Source: an optimization exercise on an open RTL-to-GDS flow (aim: small area, a short achievable clock period and few clock cycles per item). Production flows keep margins and buffers that such runs may drop. In this exercise RTL edits were held to simulation tests only and were not proved equivalent to the original.

run A:
// xoshiro256ss_generator
module xoshiro256ss_generator
(
    input  logic      i_clk,
    input  logic      i_rst_n,
    input  logic      i_in_valid,
    output logic      o_in_stall,
    input  logic [64:0]  i_in_data,
    output logic      o_out_valid,
    input  logic      i_out_stall,
    output logic [116:0] o_out_data
);
    logic        r_ir_v, r_ir_k;
    logic [63:0] r_ir_d;
    logic       r_vb, r_vc, r_vd, r_ve;
    logic [1:0] r_ccount;
    logic [1:0] r_widx;      
    logic       r_zf;
    logic [63:0] r_s0, r_s1, r_s2, r_s3;
    logic        r_p_v;
    logic [63:0] r_p;
    logic        r_om_v, r_os_v;
    logic [63:0] r_om, r_os;
    logic [63:0] r_m1s, r_m1c, r_z3, r_m2s, r_m2c;
    logic busy, start, ctr_step, ready, exec, p_moves, pop;
    assign busy     = r_vb | r_vc | r_vd | (r_ve & (r_widx != 2'd3));
    assign start    = r_ir_v & (r_ir_k == CMD_SEED) & !r_vb;
    assign ctr_step = start | (r_vb & (r_ccount != 2'd0));
    assign p_moves  = r_p_v & !r_os_v;
    assign exec     = r_ir_v & (r_ir_k != CMD_SEED) & !busy & (!r_p_v | !r_os_v);
    assign pop      = r_om_v & !i_out_stall;
    logic       r_ready;
    logic       n_ir_v, n_ir_k, n_vb, n_vc, n_vd, n_ve, n_p_v, n_os_v;
    logic [1:0] n_ccount, n_widx;
    logic       n_busy, n_start, n_ctr_step, n_exec, n_ready;
    assign ready = r_ready;
    always_comb begin
  ...
Size: ~810 flip-flops, roughly 190 I/O pins.
Settings: LEC_CHECK=0, CAP_MARGIN=20, CORE_MARGIN=2, CORE_UTILIZATION=40, SLEW_MARGIN=20; clock period 12.0 ns.
standard.sh (not shown) runs the stock make flow with config.mk's settings and CLKGATE_MAP_FILE= SYNTH_SCRIPT=/design/flow/synth_recipe.tcl, a recipe that flattens the netlist after the stock synthesis.
==> flow/flow/run.sh <==
#!/bin/bash
# Standard ORFS layout, with repair_timing aiming for extra setup slack and
# plain buffers on the ports (the clock and constraints are the design's own).
set -euo pipefail
bash standard.sh SETUP_SLACK_MARGIN=8.2 "BUFFER_PORTS_ARGS=-buffer_cell sky130_fd_sc_hd__buf_2" finish > standard_flow.log 2>&1
Testbench counts of run A, summed over its fixed seeds: cycles 7,752, items 6,380.
### run A -> run B
==> flow/flow/run.sh <==
#!/bin/bash
# Standard ORFS layout, with repair_timing aiming for extra setup slack and
# plain buffers on the ports (the clock and constraints are the design's own).
set -euo pipefail
bash standard.sh SETUP_SLACK_MARGIN=8.0 "BUFFER_PORTS_ARGS=-buffer_cell sky130_fd_sc_hd__buf_2" finish > standard_flow.log 2>&1
Run B reached the end of the flow, and the finished layout is clean on the timing, DRC and antenna checks. Against run A as the reference, run B delivers a lower vias after detailed routing. Run A → run B: synthesis-stage register bit count has remained practically unchanged; time the final worst path needs with I/O delays and setup has increased; final setup slack of the worst path has decreased. Compared to run A, the router laid down less metal wire for run B. For sequential cell count, run A and run B come out practically identical. Final standard cell area without fillers: run B vs run A down 5200 um^2.
Input-level comparison between run C and run B:
# run B
export LEC_CHECK = 0
export CAP_MARGIN = 20
export CORE_MARGIN = 2
export CORE_UTILIZATION = 40
export SLEW_MARGIN = 20
create_clock -name core_clock -period 12.0 [get_ports {i_clk}]
# run C
export LEC_CHECK = 0
export CAP_MARGIN = 5
export CORE_MARGIN = 2
export CORE_UTILIZATION = 40
export SLEW_MARGIN = 5
create_clock -name core_clock -period 12.0 [get_ports {i_clk}]
--- outcome ---
Run C and run B ended up with roughly the same total routing usage reported by global routing.
Wire length of the first global-routing pass in run C is about 0.43% lower than in run B
In terms of area after detailed placement, run C and run B differ only marginally.
Sort run C and run B by routing usage on met2, descending, and run B comes first.
Compared with run B, in run C detailed route wirelength on metal3 picked up an extra about 5%; worst-case headroom to the max-slew limit now sits lower.
Changes observed in run C relative to run B: area overhead of the layout relative to synthesis has increased; setup slack has decreased; highest cell delay on the worst timing path has decreased.
Input changes introduced in run D (baseline for comparison: run C):
# run C
export LEC_CHECK = 0
export CAP_MARGIN = 5
export CORE_MARGIN = 2
export CORE_UTILIZATION = 40
export SLEW_MARGIN = 5
create_clock -name core_clock -period 12.0 [get_ports {i_clk}]
# run D
export LEC_CHECK = 0
export CAP_MARGIN = 20
export CORE_MARGIN = 2
export CORE_UTILIZATION = 40
export GPL_ROUTABILITY_DRIVEN = 0
export SLEW_MARGIN = 20
create_clock -name core_clock -period 12.0 [get_ports {i_clk}]
### Flow results
Run D: done, clean on timing, DRC and antenna
As far as cell row count is concerned, run D and run C perform about the same.
A worst setup path endpoint of r_m1s[55] is what run D shows, while r_s3[13] belongs to run C.
Layout clock buffer count in run D is 14% lower than in run C
Total number of vias grows slightly when moving from run C to run D.
| global-route usage | lower: run D |
Relative to run D, the following input files were edited for run E:
# run D
export LEC_CHECK = 0
export CAP_MARGIN = 20
export CORE_MARGIN = 2
export CORE_UTILIZATION = 40
export GPL_ROUTABILITY_DRIVEN = 0
export SLEW_MARGIN = 20
create_clock -name core_clock -period 12.0 [get_ports {i_clk}]
# run E
export LEC_CHECK = 0
export CAP_MARGIN = 20
export CORE_MARGIN = 2
export CORE_UTILIZATION = 40
export SLEW_MARGIN = 20
create_clock -name core_clock -period 12.0 [get_ports {i_clk}]
==> flow/flow/run.sh <==
#!/bin/bash
# Standard ORFS layout, with repair_timing aiming for extra setup slack and
# plain buffers on the ports (the clock and constraints are the design's own).
set -euo pipefail
bash standard.sh SETUP_SLACK_MARGIN=7.8 "BUFFER_PORTS_ARGS=-buffer_cell sky130_fd_sc_hd__buf_2" finish > standard_flow.log 2>&1
Notes after the runs:
Looking at final hold slack across run D and run E, the one that comes out lower is run E. Run E vs run D on clock skew: run E is the higher one. Run E ended with every stage complete and zero timing, DRC or antenna violations.

## what the ideal ports hide
Ports are ideal in the flow. The routed layouts listed here were re-timed in OpenROAD. Step 1: set_driving_cell puts a clkbuf_16 on i_clk and a buf_2 on each other input, an assumption about the parent block. Step 2, shift: input delay + t, output delay - t, t = (earliest + latest rising clock arrival at the registers) / 2. This alone moves slack from input paths to output paths. Slacks: ideal / step 1 / step 2; pairs: ideal / step 1.
| run | t (ns) | slack for setup (ns) | worst setup path after step 2 |
|---|---|---|---|
| run A | 0.833 | 8.088 / 8.069 / 8.088 | register to register |
| run B | 0.819 | 7.982 / 7.982 / 7.982 | register to register |
| run C | 0.801 | 7.960 / 7.960 / 7.960 | register to register |
| run D | 0.784 | 7.996 / 7.996 / 7.996 | register to register |
| run E | 0.822 | 7.827 / 7.827 / 7.827 | register to register |
After both steps every run listed still meets setup and hold.
